Source: an optimization exercise on an open RTL-to-GDS flow (aim: small area, a short achievable clock period and few clock cycles per item). Production flows keep margins and buffers that such runs may drop.
In this exercise RTL edits were held to simulation tests only and were not proved equivalent to the original.

==> flow/design.v (excerpt) <==
module modem_top(
	input wire clk,
	input wire rst,
	input wire iocs,
	input wire [2:0] ioaddr,
	input wire [15:0] din,
	input wire iowr,
	input wire iord,
	input wire [15:0] rdix,  
	input wire [15:0] rdiy,  
	input wire riv,
	input wire toe,  
	output logic [15:0] dout,
	output logic [15:0] tdox,
	output logic [15:0] tdoy,
	output logic tov,
	output logic xmtout,
	output logic pttout
);
	logic xmt;
	logic xmt_o;
	logic [15:0] tx_y;
	logic tx_pend;  
	logic ptt;
	logic fm;
	logic [3:0] dly;
	logic [15:0] tx_x;
	logic [15:0] tx_y_nxt;
	logic tx_new;
	logic fifo_flush;
	logic cpu_pop;
	logic fifo_empty;
	logic fifo_full;
	logic [31:0] fifo_head;
	logic f_wr;
	logic f_we;
	logic f_rd;
	logic [31:0] f_data;
	logic c_accept;
	logic c_load;
	logic tx_load;
	logic [15:0] c_xi;
	logic [15:0] c_yi;
	logic [15:0] c_zi;
	logic [15:0] c_xo;
	logic [15:0] c_yo;
	logic c_rdy;
	logic rx_done;
	assign rx_done = c_rdy & ~xmt;  
	logic [31:0] rx_res;
	logic rx_ov;
	assign tx_load = xmt & toe & c_accept & (~fifo_empty | (tx_new & ~tx_pend));
	assign c_load = xmt ? tx_load : riv;
	assign c_xi = xmt ? (fifo_empty ? tx_x : fifo_head[31:16]) : rdix;
	assign c_yi = xmt ? c_xi : rdiy;  
	assign c_zi = (xmt & fifo_empty) ? tx_y_nxt : (xmt ? fifo_head[15:0] : 16'd0);
	assign f_rd = (tx_load & ~fifo_empty) | cpu_pop;
	assign f_wr = tx_pend | rx_ov;
	assign f_we = f_wr;
	assign f_data = xmt ? {tx_x, tx_y} : rx_res;
	always_ff @(posedge clk)
	begin
		if (rst)
			tx_pend <= 1'b0;
		else
			tx_pend <= tx_new & ~(tx_load & fifo_empty);
	end
	always_ff @(posedge clk)
	begin
		if (rst)
			tov <= 1'b0;
		else
			tov <= c_rdy & xmt;
	end
	modem_ports u_ports (
		.clk(clk),
		.rst(rst),
		.iocs(iocs),
		.ioaddr(ioaddr),
		.din(din),
		.iowr(iowr),
		.iord(iord),
		.fifo_head(fifo_head),
		.fifo_empty(fifo_empty),
		.fifo_full(fifo_full),
		.dout(dout),
		.xmt(xmt),
		.xmt_o(xmt_o),
  ...
Size in the first run: roughly 110 I/O pins, about 66,000 µm² of cells after synthesis.
Settings: LEC_CHECK=0, CAP_MARGIN=20, CORE_MARGIN=2, CORE_UTILIZATION=62, CTS_CLUSTER_DIAMETER=110, CTS_CLUSTER_SIZE=24, PLACE_DENSITY=0.72, SETUP_SLACK_MARGIN=4.0, SLEW_MARGIN=20, TNS_END_PERCENT=10; clock period 7.0 ns.
run.sh (not shown) runs the stock make flow with config.mk's settings and CLKGATE_MAP_FILE= SYNTH_SCRIPT=/design/flow/synth_recipe.tcl, a recipe that flattens the netlist after the stock synthesis.
The baseline ran to the end with no violations.
Testbench counts at the start, summed over its fixed seeds: cycles 1,160, items 512.
Change:
--- a/flow/config.mk
+++ b/flow/config.mk
@@ -14 +14 @@
-export SETUP_SLACK_MARGIN = 4.0
+export SETUP_SLACK_MARGIN = 4.2
What happened: The changed run completed with no timing, DRC or antenna violations. Worst setup slack loses 0.0038 ns. Maximum frequency barely changes. Via count went up slightly. Clock-buffer cell count went down by 3. Area after synthesis stays the same. Cell count went up slightly. Critical path depth is unchanged.
Change:
--- a/flow/config.mk
+++ b/flow/config.mk
@@ -14 +14 @@
-export SETUP_SLACK_MARGIN = 4.2
+export SETUP_SLACK_MARGIN = 3.8
Wire length goes down by 4.3%.
Change:
--- a/flow/config.mk
+++ b/flow/config.mk
@@ -11,2 +11,2 @@
-export CTS_CLUSTER_DIAMETER = 110
-export CTS_CLUSTER_SIZE = 24
+export CTS_CLUSTER_DIAMETER = 100
+export CTS_CLUSTER_SIZE = 20
@@ -14 +14 @@
-export SETUP_SLACK_MARGIN = 3.8
+export SETUP_SLACK_MARGIN = 4.0
Die area stays the same; synthesized cell count stays the same; first-iteration DRC count falls by 2.2%; setup slack improves by 0.17 ns; sequential cell count is unchanged; worst hold slack gets better by 0.014 ns; clock skew grows by 0.018 ns; non-clock buffer count rose by 83.

---

== exp/zinc ==
Another version of the RTL of modem_top (not shown whole).
Size in the first run: about 1400 flip-flops, roughly 110 I/O pins, roughly 66000 um2 of cells after synthesis.
Settings: LEC_CHECK=0, CAP_MARGIN=20, CORE_MARGIN=2, CORE_UTILIZATION=60, PLACE_DENSITY=0.72, SETUP_SLACK_MARGIN=3.7, SLEW_MARGIN=20, TNS_END_PERCENT=10; clock period 7.0 ns.
Testbench counts of exp/zinc, summed over its fixed seeds: cycles 1,160, items 512.
Input changes introduced in exp/amber (baseline for comparison: exp/zinc):
--- a/flow/config.mk
+++ b/flow/config.mk
@@ -8,7 +8,9 @@
 export CAP_MARGIN = 20
 export CORE_MARGIN = 2
-export CORE_UTILIZATION = 60
-export PLACE_DENSITY = 0.72
-export SETUP_SLACK_MARGIN = 3.7
+export CORE_UTILIZATION = 55
+export CTS_CLUSTER_DIAMETER = 100
+export CTS_CLUSTER_SIZE = 20
+export PLACE_DENSITY = 0.68
+export SETUP_SLACK_MARGIN = 3.6
 export SLEW_MARGIN = 20
 export TNS_END_PERCENT = 10
## What came out
Comparing exp/amber against exp/zinc, there is no change at all in total nets after synthesis.
exp/amber against exp/zinc: met2 usage shows a reduction of 6.9 points; required time at the endpoint of the critical path shows an increase of 0.12 ns.
Worst-path cell with the longest stage delay: sky130_fd_sc_hd__dfxtp_4 -> exp/zinc, sky130_fd_sc_hd__or4b_4 -> exp/amber

---

## job 9032
Another version of the RTL of modem_top (not shown whole).
For scale: roughly 5500 cells after synthesis, ~1400 flip-flops, roughly 0.066 mm^2 of cells after synthesis.
clock: 7.0 ns
lec_check: 0
cap_margin: 20
core_margin: 2
core_utilization: 62
cts_cluster_diameter: 110
cts_cluster_size: 24
place_density: 0.72
setup_slack_margin: 3.8
slew_margin: 20
tns_end_percent: 10
Job 9032 reached the end of the flow, and the finished layout is clean on the timing, DRC and antenna checks.
Testbench counts of job 9032, summed over its fixed seeds: cycles 1,160, items 512.
## Diff of input files: job 9614 against job 9032
Settings: CTS_CLUSTER_SIZE changed from 24 to 20; CTS_CLUSTER_DIAMETER changed from 110 to 100; CORE_UTILIZATION changed from 62 to 55; PLACE_DENSITY changed from 0.72 to 0.68; SETUP_SLACK_MARGIN changed from 3.8 to 3.6.
==> comparison <==
Between job 9614 and job 9032, it is job 9614 whose shortest clock period the worst path allows after layout is higher, by 170 ps.
Compared with job 9032, in job 9614 total cell area at the placement stage barely changed; die outline width moved up; maximum achievable frequency shrank by 0.014 GHz.
Job 9614 ended up with input port to flip-flop as its type of the setup path with the least slack; job 9032 ended up with flip-flop to output port.
The higher non-clock buffer count of job 9614 and job 9032 is in job 9032.
Job 9614: number of cells on the critical path is 10 higher than what job 9032 reported.
Summary — net count of the finished layout, job 9614 relative to job 9032: lower, by 87.
The inputs of job 8599 differ from those of job 9614 as listed below.
Settings: PLACE_DENSITY now 0.76, was 0.68; CTS_CLUSTER_DIAMETER now 110, was 100; CTS_CLUSTER_SIZE now 22, was 20; CORE_UTILIZATION now 66, was 55; SETUP_SLACK_MARGIN now 3.8, was 3.6.
Findings:
| multi-input logic area | job 8599 vs job 9614 | about 2% higher |
Placed standard-cell area in job 8599 is about 0.4% lower than in job 9614
The critical-path cell with the highest stage delay comes out sky130_fd_sc_hd__clkdlybuf4s50_1 in one run and sky130_fd_sc_hd__a211oi_1 in the other, namely in job 9614 and job 8599 respectively.

---

== the baseline ==
Another version of the RTL of modem_top (not shown whole).
Size in the first run: about 5600 cells after synthesis, roughly 110 I/O pins, ~65000 um2 of cells after synthesis.
Settings: LEC_CHECK=0, CAP_MARGIN=20, CORE_MARGIN=2, CORE_UTILIZATION=40, SETUP_SLACK_MARGIN=3.0, SLEW_MARGIN=20, TNS_END_PERCENT=10; clock period 7.0 ns.
The baseline completed every stage of the flow, and the final layout passed the timing, DRC and antenna checks.
Testbench counts of the baseline, summed over its fixed seeds: cycles 1,160, items 512.
Changes in the candidate relative to the baseline:
Settings: SETUP_SLACK_MARGIN: 3.0 -> 4.2.
### Flow results
Number of cells traversed by the worst register-to-register path, the baseline and the candidate, higher one = the candidate. Comparing the baseline with the candidate, the sequential cell area in the final layout came out essentially unchanged. Between the baseline and the candidate, non-clock buffer count increased. Measured against each other, the baseline and the candidate differ in global-route wire length before repair, the lower figure coming from the baseline. [compare] base=the baseline new=the candidate: final routed wirelength across all metal layers climbed 7.1%; via count saw an increase; global-route usage over all layers higher.

---

Another version of the RTL of modem_top (not shown whole).
Size in the first run: ~1400 flip-flops, ~110 I/O pins, ~67000 um^2 of cells after synthesis.
Settings: LEC_CHECK=0, CAP_MARGIN=20, CORE_MARGIN=2, CORE_UTILIZATION=62, CTS_CLUSTER_DIAMETER=110, CTS_CLUSTER_SIZE=24, PLACE_DENSITY=0.72, SETUP_SLACK_MARGIN=3.6, SLEW_MARGIN=20, TNS_END_PERCENT=10; clock period 7.0 ns.
The starting point went through all stages and came out clean.
Testbench counts at the start, summed over its fixed seeds: cycles 1,160, items 512.
Next try:
Settings changed: SETUP_SLACK_MARGIN 3.6 to 3.8.
Cell area came out higher by 2.6%.
Setup slack is better by 65 ps.
Die area does not change.
First-iteration DRC count goes up by 13%.
Critical path depth shrinks by 12.
Sequential cell count does not change.
Global-route usage is higher by 1.1 points.
Area after synthesis stays the same.
Wire length goes up by 4.3%.
Maximum frequency went up by about 2%.

---

## v12
modem_top, a different RTL version from the one above (not shown whole).
Size: about 5500 cells after synthesis, about 1400 flip-flops.
// modem_top
module modem_top(
	input wire clk,
	input wire rst,
	input wire iocs,
	input wire [2:0] ioaddr,
	input wire [15:0] din,
	input wire iowr,
	input wire iord,
	input wire [15:0] rdix,  
	input wire [15:0] rdiy,  
	input wire riv,
	input wire toe,  
	output logic [15:0] dout,
	output logic [15:0] tdox,
	output logic [15:0] tdoy,
	output logic tov,
	output logic xmtout,
	output logic pttout
);
	logic xmt;
	logic xmt_o;
	logic [15:0] tx_y;
	logic tx_pend;  
	logic ptt;
	logic fm;
	logic [3:0] dly;
	logic [15:0] tx_x;
	logic [15:0] tx_y_nxt;
	logic tx_new;
	logic fifo_flush;
	logic cpu_pop;
	logic fifo_empty;
	logic fifo_full;
	logic [31:0] fifo_head;
	logic f_wr;
	logic f_we;
	logic f_rd;
	logic [31:0] f_data;
	logic c_accept;
	logic c_load;
	logic tx_load;
	logic [15:0] c_xi;
	logic [15:0] c_yi;
	logic [15:0] c_zi;
	logic [15:0] c_xo;
	logic [15:0] c_yo;
	logic c_rdy;
	logic rx_done;
	assign rx_done = c_rdy & ~xmt;  
	logic [31:0] rx_res;
	logic rx_ov;
	assign tx_load = xmt & toe & c_accept & (~fifo_empty | (tx_new & ~tx_pend));
	assign c_load = xmt ? tx_load : riv;
  ...
==> flow/config.mk <==
export PLATFORM = sky130hd
export DESIGN_NAME = modem_top
export DESIGN_NICKNAME = modem_top
export VERILOG_FILES = /design/flow/design.v
export SDC_FILE = /design/flow/constraint.sdc
export NUM_CORES = 4
export LEC_CHECK = 0
export CAP_MARGIN = 20
export CORE_MARGIN = 2
export CORE_UTILIZATION = 62
export CTS_CLUSTER_DIAMETER = 110
export CTS_CLUSTER_SIZE = 24
export PLACE_DENSITY = 0.72
export SETUP_SLACK_MARGIN = 3.5
export SLEW_MARGIN = 20
export TNS_END_PERCENT = 10
==> flow/constraint.sdc <==
create_clock -name core_clock -period 7.0 [get_ports {clk}]
set_input_delay 1.4000 -clock core_clock [delete_from_list [all_inputs] [get_ports {clk}]]
set_output_delay 1.4000 -clock core_clock [all_outputs]
set_load 0.01 [all_outputs]
Testbench counts of v12, summed over its fixed seeds: cycles 1,160, items 512.
## Diff of input files: v31 against v12
Settings: SETUP_SLACK_MARGIN changed from 3.5 to 3.8.
### Flow results
Relative to v12, sequential share of layout area has gone down in v31. Setup slack after placement: v31 lower than v12. Diff v12..v31 | sink count of the clock tree | unchanged. v31 against v12: cell area reported after detailed placement comparable, overall routed net length went up about 1.1%. From v12 to v31 the numbers moved as follows: normalized max-slew margin saw an increase; critical path depth rose by 4; I/O pin total stayed essentially flat.

what the ideal ports hide:
The results above use ideal ports. As a check the final layouts listed here were re-extracted and re-timed, cells and wires unchanged.
Step 1: set_driving_cell puts a clkbuf_16 on clk and a buf_2 on each other input, an assumption about the parent block.
Step 2 also shifts input and output timing later by t, the mid clock arrival at the registers, as if the neighbouring blocks saw the same clock.
Slacks: no drivers / after step 1 / after step 2; pairs: no drivers / after step 1.
run | shift t [ns] | setup WS [ns] | worst setup path at the end | worst slew at a driven data input, ns
the first run of note 1 | 0.764 | 3.743 / 3.682 / 3.015 | input to register | 0.09
the second run of note 1 | 0.770 | 3.739 / 3.739 / 3.426 | input to register | 0.16
the third run of note 1 | 0.759 | 3.573 / 3.500 / 3.116 | input to register | 0.13
the fourth run of note 1 | 0.768 | 3.741 / 3.727 / 3.031 | input to register | 0.11
exp/zinc | 0.841 | 3.580 / 3.546 / 3.015 | input to register | 0.18
exp/amber | 0.754 | 3.513 / 3.513 / 3.090 | input to register | 0.06
job 9032 | 0.760 | 3.609 / 3.526 / 3.010 | input to register | 0.07
job 9614 | 0.755 | 3.439 / 3.443 / 2.711 | input to register | 0.08
job 8599 | 0.758 | 3.539 / 3.539 / 2.953 | input to register | 0.06
the baseline | 0.865 | 3.021 / 3.021 / 2.490 | input to register | 0.06
the candidate | 0.867 | 3.310 / 3.310 / 3.042 | input to register | 0.22
the first run of note 5 | 0.745 | 3.528 / 3.492 / 2.824 | input to register | 0.11
the second run of note 5 | 0.752 | 3.593 / 3.526 / 3.069 | input to register | 0.08
v12 | 0.748 | 3.427 / 3.427 / 2.804 | input to register | 0.12
v31 | 0.738 | 3.417 / 3.417 / 3.114 | input to register | 0.11
After both steps setup and hold are still met in every run listed.
